What follows belongs to an exercise in optimizing a design on an open flow for small area; a production flow would make more cautious choices.
Only the layout flow was run in this run; the RTL was not checked for function there.

$ cat config.mk
export PLATFORM = sky130hd
export DESIGN_NAME = motor_channel
export DESIGN_NICKNAME = motor_channel
export VERILOG_FILES = /design/flow/design.v
export SDC_FILE = /design/flow/constraint.sdc
export NUM_CORES = 4
export LEC_CHECK = 0
export CAP_MARGIN = 20
export CORE_MARGIN = 2
export CORE_UTILIZATION = 40
export SLEW_MARGIN = 20
$ cat constraint.sdc
create_clock -name core_clock -period 20.0 [get_ports {fpga_clk_50}]
set_input_delay 4.0000 -clock core_clock [delete_from_list [all_inputs] [get_ports {fpga_clk_50}]]
set_output_delay 4.0000 -clock core_clock [all_outputs]
set_load 0.01 [all_outputs]
$ cat design.v
`default_nettype none
package motor_pkg;
	typedef struct packed {
		logic a;
		logic b;
	} quad_t;
	typedef struct packed {
		logic [7:0]            rpm;   
		logic [1:0]            dir;   
		logic [17-1:0] kp;
		logic [17-1:0] ki;
		logic [17-1:0] kd;
	} ctrl_cmd_t;
	typedef struct packed {
		logic signed [16-1:0] setpoint;
		logic [17-1:0]         kp;
		logic [17-1:0]         ki;
		logic [17-1:0]         kd;
	} ctrl_set_t;
	typedef struct packed {
		logic [8-1:0] duty;
		logic                  fwd;
		logic                  rev;
	} drive_t;
endpackage
`default_nettype wire
`default_nettype none
`timescale 1ns/1ps
module quad_debounce
(
	input  wire             fpga_clk_50,
	input  wire             hps_fpga_reset_n,
	input  motor_pkg::quad_t enc,         
	output motor_pkg::quad_t enc_clean    
);
	localparam int DEB = 8;
	localparam int CW  = $clog2(DEB + 1);
	motor_pkg::quad_t           sync_1;            
	motor_pkg::quad_t           sync_2;
	motor_pkg::quad_t           sample_q;          
	logic [CW-1:0]   stable_cnt;        
	always_ff @(posedge fpga_clk_50 or negedge hps_fpga_reset_n)
	begin
		if (!hps_fpga_reset_n)
		begin
			sync_1     <= '0;
			sync_2     <= '0;
			sample_q   <= '0;
			stable_cnt <= '0;
			enc_clean  <= '0;
		end
		else
		begin
			sync_1   <= enc;
			sync_2   <= sync_1;
			sample_q <= sync_2;
			if (sync_2 != sample_q)
				stable_cnt <= '0;                   
			else if (stable_cnt != CW'(DEB))
				stable_cnt <= stable_cnt + 1'b1;    
			if (stable_cnt == CW'(DEB))
				enc_clean <= sample_q;              
		end
	end
endmodule
`default_nettype wire
`default_nettype none
`timescale 1ns/1ps
module quad_decoder
(
	input  wire                             fpga_clk_50,
	input  wire                             hps_fpga_reset_n,
	input  motor_pkg::quad_t                enc_clean,
	output logic signed [32-1:0]   count
);
	motor_pkg::quad_t      prev;        
	logic [3:0] step;        
	logic       inc, dec;
	assign step = {prev, enc_clean};
	always_comb
	begin
		inc = 1'b0;
		dec = 1'b0;
		case (step)
			4'b00_01, 4'b01_11, 4'b11_10, 4'b10_00:
				inc = 1'b1;
			4'b01_00, 4'b11_01, 4'b10_11, 4'b00_10:
				dec = 1'b1;
			default:
				;                    
		endcase
	end
	always_ff @(posedge fpga_clk_50 or negedge hps_fpga_reset_n)
	begin
		if (!hps_fpga_reset_n)
		begin
			prev  <= '0;
			count <= '0;
		end
		else
		begin
			prev <= enc_clean;
			if (inc)
				count <= count + 1'b1;
			else if (dec)
				count <= count - 1'b1;    
		end
	end
endmodule
`default_nettype wire
`default_nettype none
`timescale 1ns/1ps
module speed_meter
(
	input  wire                             fpga_clk_50,
	input  wire                             hps_fpga_reset_n,
	input  wire signed [32-1:0]    count,
	output logic signed [16-1:0]   speed,
	output logic                            sample_valid
);
	localparam int PERIOD = 4096;
	localparam int PW     = $clog2(PERIOD);
	logic [PW-1:0]                  tick;       
	logic                           strobe;
	logic signed [32-1:0]  snap;       
	logic signed [32-1:0]  delta;
	assign strobe = (tick == PW'(PERIOD - 1));
	assign delta  = count - snap;               
	always_ff @(posedge fpga_clk_50 or negedge hps_fpga_reset_n)
	begin
		if (!hps_fpga_reset_n)
		begin
			tick         <= '0;
			snap         <= '0;
			speed        <= '0;
			sample_valid <= 1'b0;
		end
		else
		begin
			sample_valid <= strobe;    
			if (strobe)
			begin
				tick  <= '0;
				snap  <= count;
				speed <= delta[16-1:0];
			end
			else
			begin
				tick <= tick + 1'b1;
			end
		end
	end
endmodule
`default_nettype wire
`default_nettype none
`timescale 1ns/1ps
module cmd_port
(
	input  wire                   fpga_clk_50,
	input  wire                   hps_fpga_reset_n,
	input  wire                   cmd_req,
	input  motor_pkg::ctrl_cmd_t  cmd,
	output logic                  cmd_ack,
	output motor_pkg::ctrl_set_t  set
);
	localparam logic [1:0] DIR_FWD = 2'b01;
	localparam logic [1:0] DIR_REV = 2'b11;
	logic                          req_s1, req_s2;    
	logic signed [16-1:0] rpm_ext;
	motor_pkg::ctrl_set_t                     set_n;
	assign rpm_ext = $signed({{(16 - $bits(cmd.rpm)){1'b0}}, cmd.rpm});
	always_comb
	begin
		set_n.kp = cmd.kp;
		set_n.ki = cmd.ki;
		set_n.kd = cmd.kd;
		case (cmd.dir)
			DIR_FWD: set_n.setpoint = rpm_ext;
			DIR_REV: set_n.setpoint = -rpm_ext;
			default: set_n.setpoint = '0;      
		endcase
	end
	always_ff @(posedge fpga_clk_50 or negedge hps_fpga_reset_n)
	begin
		if (!hps_fpga_reset_n)
		begin
			req_s1  <= 1'b0;
			req_s2  <= 1'b0;
			cmd_ack <= 1'b0;
			set     <= '0;
		end
		else
		begin
			req_s1  <= cmd_req;
			req_s2  <= req_s1;
			cmd_ack <= req_s2;
			if (req_s2 && !cmd_ack)
				set <= set_n;                  
		end
	end
endmodule
`default_nettype wire
`default_nettype none
`timescale 1ns/1ps
module pid_regulator
(
	input  wire                             fpga_clk_50,
	input  wire                             hps_fpga_reset_n,
	input  motor_pkg::ctrl_set_t            set,
	input  wire signed [16-1:0]    speed,
	input  wire                             sample_valid,
	output motor_pkg::drive_t               drive
);
	localparam int SW       = 16;
	localparam int ACC_W    = 17 + SW + 4;           
	localparam int LIM      = 4095;
	localparam int DUTY_MAX = (1 << 8) - 1;
	logic signed [SW-1:0]     integ;
	logic signed [SW-1:0]     err_q;
	logic signed [SW-1:0]     err_n;
	logic signed [SW:0]       integ_sum;
	logic signed [SW-1:0]     integ_n;
	logic signed [SW:0]       deriv_n;
	logic signed [ACC_W-1:0]  acc;
	logic signed [ACC_W-1:0]  u;
	logic [ACC_W-1:0]         u_mag;
	motor_pkg::drive_t                   drive_n;
	always_comb
	begin
		err_n     = $signed(set.setpoint) - speed;       
		integ_sum = integ + err_n;
		if (integ_sum > LIM)
			integ_n = SW'(LIM);
		else if (integ_sum < -LIM)
			integ_n = SW'(-LIM);       
		else
			integ_n = integ_sum[SW-1:0];
		deriv_n   = err_n - err_q;
		acc = $signed({1'b0, set.kp}) * err_n
			+ $signed({1'b0, set.ki}) * integ_n
			+ $signed({1'b0, set.kd}) * deriv_n;
		u   = acc >>> 8;
		u_mag = u[ACC_W-1] ? -u : u;
		if (u_mag > ACC_W'(DUTY_MAX))
			drive_n.duty = 8'(DUTY_MAX);         
		else
			drive_n.duty = u_mag[8-1:0];
		drive_n.fwd = !u[ACC_W-1] && (u != '0);
		drive_n.rev = u[ACC_W-1];
	end
	always_ff @(posedge fpga_clk_50 or negedge hps_fpga_reset_n)
	begin
		if (!hps_fpga_reset_n)
		begin
			integ <= '0;
			err_q <= '0;
			drive <= '0;
		end
		else if (sample_valid)
		begin
			integ <= integ_n;
			err_q <= err_n;
			drive <= drive_n;      
		end
	end
endmodule
`default_nettype wire
`default_nettype none
`timescale 1ns/1ps
module pwm_driver
(
	input  wire                fpga_clk_50,
	input  wire                hps_fpga_reset_n,
	input  motor_pkg::drive_t  drive,
	output logic               pwm
);
	logic [8-1:0] cnt;         
	logic [8-1:0] duty_q;      
	logic                  wrap;
	assign wrap = &cnt;                 
	always_ff @(posedge fpga_clk_50 or negedge hps_fpga_reset_n)
	begin
		if (!hps_fpga_reset_n)
		begin
			cnt    <= '0;
			duty_q <= '0;
			pwm    <= 1'b0;
		end
		else
		begin
			cnt <= cnt + 1'b1;
			if (wrap)
				duty_q <= drive.duty;    
			pwm <= (cnt < duty_q);       
		end
	end
endmodule
`default_nettype wire
`default_nettype none
`timescale 1ns/1ps
module motor_channel
(
	input  wire                             fpga_clk_50,
	input  wire                             hps_fpga_reset_n,
	input  wire [1:0]                       enc,       
	input  wire                             cmd_req,
	input  wire [60:0]                      cmd,       
	output logic                            cmd_ack,
	output logic signed [32-1:0]   count,
	output logic signed [16-1:0]   speed,
	output logic [8-1:0]           duty,
	output logic                            fwd,
	output logic                            rev,
	output logic                            pwm
);
	motor_pkg::quad_t      enc_in;
	motor_pkg::ctrl_cmd_t  cmd_in;
	motor_pkg::quad_t      enc_clean;
	logic       sample_valid;      
	motor_pkg::ctrl_set_t  set;
	motor_pkg::drive_t     drive;
	assign enc_in = enc;
	assign cmd_in = cmd;
	assign duty = drive.duty;
	assign fwd  = drive.fwd;
	assign rev  = drive.rev;
	quad_debounce u_quad_debounce (
		.fpga_clk_50 (fpga_clk_50), .hps_fpga_reset_n (hps_fpga_reset_n),
		.enc (enc_in), .enc_clean (enc_clean)
	);
	quad_decoder u_quad_decoder (
		.fpga_clk_50 (fpga_clk_50), .hps_fpga_reset_n (hps_fpga_reset_n),
		.enc_clean (enc_clean), .count (count)
	);
	speed_meter u_speed_meter (
		.fpga_clk_50 (fpga_clk_50), .hps_fpga_reset_n (hps_fpga_reset_n),
		.count (count), .speed (speed), .sample_valid (sample_valid)
	);
	cmd_port u_cmd_port (
		.fpga_clk_50 (fpga_clk_50), .hps_fpga_reset_n (hps_fpga_reset_n),
		.cmd_req (cmd_req), .cmd (cmd_in), .cmd_ack (cmd_ack), .set (set)
	);
	pid_regulator u_pid_regulator (
		.fpga_clk_50 (fpga_clk_50), .hps_fpga_reset_n (hps_fpga_reset_n),
		.set (set), .speed (speed), .sample_valid (sample_valid), .drive (drive)
	);
	pwm_driver u_pwm_driver (
		.fpga_clk_50 (fpga_clk_50), .hps_fpga_reset_n (hps_fpga_reset_n),
		.drive (drive), .pwm (pwm)
	);
endmodule
`default_nettype wire
$ cat run.sh
#!/bin/bash
# synth_recipe.tcl (not shown) runs the flow's synth.tcl, then flattens the netlist and writes it again
# the make line also repeats each setting of config.mk as NAME=value (left out here)
make -C /OpenROAD-flow-scripts/flow DESIGN_CONFIG=/design/flow/config.mk WORK_HOME=/design/flow/orfs CLKGATE_MAP_FILE= SYNTH_SCRIPT=/design/flow/synth_recipe.tcl finish
==> insert_results.sql <==
INSERT INTO impl_metrics (metric_group, metric, value, unit) VALUES
('placement', 'post-dp-hpwl', '92.1', 'mm'),
('timing', 'finalHoldWorstSlack', '350', 'ps'),
('timing', 'final-hold-violation-count', '0', ''),
('clock_network', 'worst_skew_pair.late_latency', '630', 'ps'),
('floorplan', 'dieHeight', '335', 'um'),
('synth', 'syn_nets', '6284', ''),
('synth', 'post_synth.cell_area_avg', '8.78', 'um^2'),
('placement', 'preCtsSetupSlack', '1270', 'ps'),
('synth', 'mappedNetlistArea', '43900', 'um^2'),
('clock_network', 'cts-buffers-inserted', '30', ''),
('timing', 'maxClockFrequency', '53.6', 'MHz'),
('global_routing', 'pin_count_of_the_biggest_net_entering_global_routing', '66', ''),
('global_routing', 'grt_overflow_total', '0', ''),
('critical_path', 'criticalPathCategory', 'register to register', ''),
('timing', 'final.min_clock_period', '18640', 'ps'),
('critical_path', 'crit_required', '20480', 'ps'),
('global_routing', 'globalRouteTotalUtil', '20.6', '%'),
('critical_path', 'cp_max_fo', '20', ''),
('timing', 'rsz0062_at_grt', 'no', ''),
('finish', 'antennaDiodeCount', '0', ''),
('clock_network', 'cts_max_level', '1', ''),
('critical_path', 'worst_path_largest_cell_delay', '660', 'ps'),
('global_routing', 'first_global_vias', '34100', ''),
('clock_network', 'cts_tree', 'yes', ''),
('floorplan', 'pin_count', '126', ''),
('min_path', 'hp-class', 'register to register', ''),
('timing', 'slew-limit-headroom', '35.6', '%'),
('synth', 'top_count_cell_post_synth', 'sky130_fd_sc_hd__inv_1', ''),
('floorplan', 'dieWidth', '335', 'um'),
('run', 'drv_cap', '0', ''),
('clock_network', 'cts_sink_cnt', '219', ''),
('synth', 'synth_enable_flop_cells', '0', ''),
('placement', 'buffer_ports.inserted', '125', ''),
('synth', 'yosys.area.top_type', 'sky130_fd_sc_hd__fa_1', ''),
('route', 'wire_per_inst', '17.5', 'um'),
('global_routing', 'grt_first_pass_wirelength', '185', 'mm'),
('placement', 'finalWeightedCongestion', '0.864', ''),
('critical_path', 'critical_path_arrival', '19120', 'ps'),
('floorplan', 'die_ar', '112000', 'um^2'),
('clock_network', 'post_cts_hold_buffer_count', '0', ''),
('global_routing', 'antenna_found_initial', '0', ''),
('finish', 'combined_area_of_the_multi_input_logic_cells', '34100', 'um^2'),
('critical_path', 'timing.critical_path.slowest_stage_cell', 'sky130_fd_sc_hd__o21ai_2', ''),
('timing', 'finalSetupViolCount', '0', ''),
('synth', 'yosys_warnings', '6', ''),
('clock_network', 'cts-root-buf', 'sky130_fd_sc_hd__clkbuf_16', ''),
('floorplan', 'core_area', '109000', 'um^2'),
('timing', 'worst_case_clock_skew', '40.4', 'ps'),
('finish', 'fillers', '10600', ''),
('placement', 'postPlaceCellArea', '46800', 'um^2'),
('finish', 'area_delta_synth_final', '9.34', '%'),
('critical_path', 'worstSetupStartpointType', 'register', ''),
('route', 'wl', '113', 'mm'),
('finish', 'regArea', '5480', 'um^2'),
('timing', 'final_max_slew_viol_count', '0', ''),
('timing', 'setup_ws', '1360', 'ps'),
('critical_path', 'crit_top_cell', 'sky130_fd_sc_hd__fa_1', ''),
('run_status', 'outcome', 'complete, no violations', ''),
('route', 'router_iterations_before_antenna_repair', '7', ''),
('finish', 'postLayoutCellArea', '48000', 'um^2'),
('clock_network', 'cts_max_path_buffers', '3', ''),
('synth', 'synth-seq-area-share', '12.5', '%'),
('clock_network', 'worst_setup_hold_path_clk_slew', '60', 'ps');
logic make-up after synthesis:
logic type      Yosys count  share of synthesized area [%]
simple gates           1575                           17.3
fa+ha+maj              1220                           47.0
buf+inv                1161                           10.0
compound gates          615                           8.95
flops                   219                           12.5
xor+xnor                185                           3.69
mux                      23                          0.553
registers in the layout, summed over array words and instances (netlist names), 2 cells and up:
name / count
u_quad_debounce.stable_cnt: 4
u_pwm_driver.duty_q: 8
u_quad_decoder.prev: 2
u_cmd_port.set: 66
u_quad_debounce.sync_1: 2
u_speed_meter.speed: 16
u_pid_regulator.integ: 16
u_quad_debounce.sync_2: 2
u_speed_meter.tick: 12
u_pid_regulator.err_q: 16
u_pid_regulator.drive: 10
u_pwm_driver.cnt: 8
u_quad_debounce.enc_clean: 2
u_quad_decoder.count: 32
u_speed_meter.snap: 16
u_quad_debounce.sample_q: 2
cell usage in the layout (no fill, tap or decap), drive strengths merged, types with 124 or more instances in the layout:
| cell | netlist | layout |
|---|---|---|
| ha | 508 | 508 |
| dfrtp | 219 | 219 |
| nor2 | 154 | 154 |
| o21ai | 176 | 176 |
| nand2 | 771 | 771 |
| a21oi | 166 | 166 |
| inv | 982 | 988 |
| and2 | 240 | 240 |
| clkdlybuf4s50 | 0 | 124 |
| fa | 712 | 712 |
per-layer routing:
metal	routed length (um)	vias up	global-route usage (%)
met2	56500	623	36.4
met1	49100	16600	26.7
met3	4180	143	1.72
met5	0	-	0
li1	-	15700	-
met4	3660	0	5.97
layout make-up:
type                    count  area share [%]
multi-input cells        3618            71.1
flip-flops and latches    219            11.4
inverters                 984            7.70
repair buffers            196            3.73
well taps                1414            3.69
clock buffers              37            1.72
clock inverters            19           0.631
worst max-delay path: cells and delay by family, from the launching register on:
kind            cells  cell delay (ps)
xor+xnor            3              860
flops               1              360
simple gates       12             2810
fa+ha+maj          18             8140
buf+inv             9              720
compound gates     23             5620
final timing paths:
kind | slack [ps] | end | start | cells after the start
max reg2reg | 1360 | u_pid_regulator.drive[6] | u_cmd_port.set[51] | 65
min reg2reg | 350 | u_quad_debounce.sync_2[0] | u_quad_debounce.sync_1[0] | 0
max | 1360 | u_pid_regulator.drive[6] | u_cmd_port.set[51] | 65
min | 350 | u_quad_debounce.sync_2[0] | u_quad_debounce.sync_1[0] | 0
min in group asynchronous | 3280 | u_cmd_port.req_s1 | hps_fpga_reset_n | 1
max in group asynchronous | 14740 | u_speed_meter.sample_valid | hps_fpga_reset_n | 3
per-stage QoR:
stage / instances / util, %
2_1_floorplan: 4998 / -
3_3_place_gp: 6431 / 43.0
3_5_place_dp: 6431 / 43.0
4_1_cts: 6487 / 44.1
5_1_grt: 6487 / 44.1
6_report: 6487 / 44.1
repair_timing:
action,in CTS,in global routing
endpoints found under the setup margin,0,8
endpoints found under the hold margin,0,0
gates resized for setup,0,3

[re-timing with driven ports]
No port has a modelled driver above. Below, the same layout with a new extraction and two added sets of constraints.
Step 1: set_driving_cell puts a clkbuf_16 on fpga_clk_50 and a buf_2 on each other input, an assumption about the parent block.
Step 2 also shifts input and output timing later by t, the mid clock arrival at the registers, as if the neighbouring blocks saw the same clock.
Three values: no drivers, after step 1, after step 2; two values: the first two.
t, ns: 0.678
slack for setup (ns): 1.357 / 1.357 / 1.357
slew at the worst register clock pin (ns): 0.07 / 0.07
After both steps setup and hold are still met in this run. The setup slack of this run moves by 0.000 ns with the drivers and by 0.000 ns with both steps.
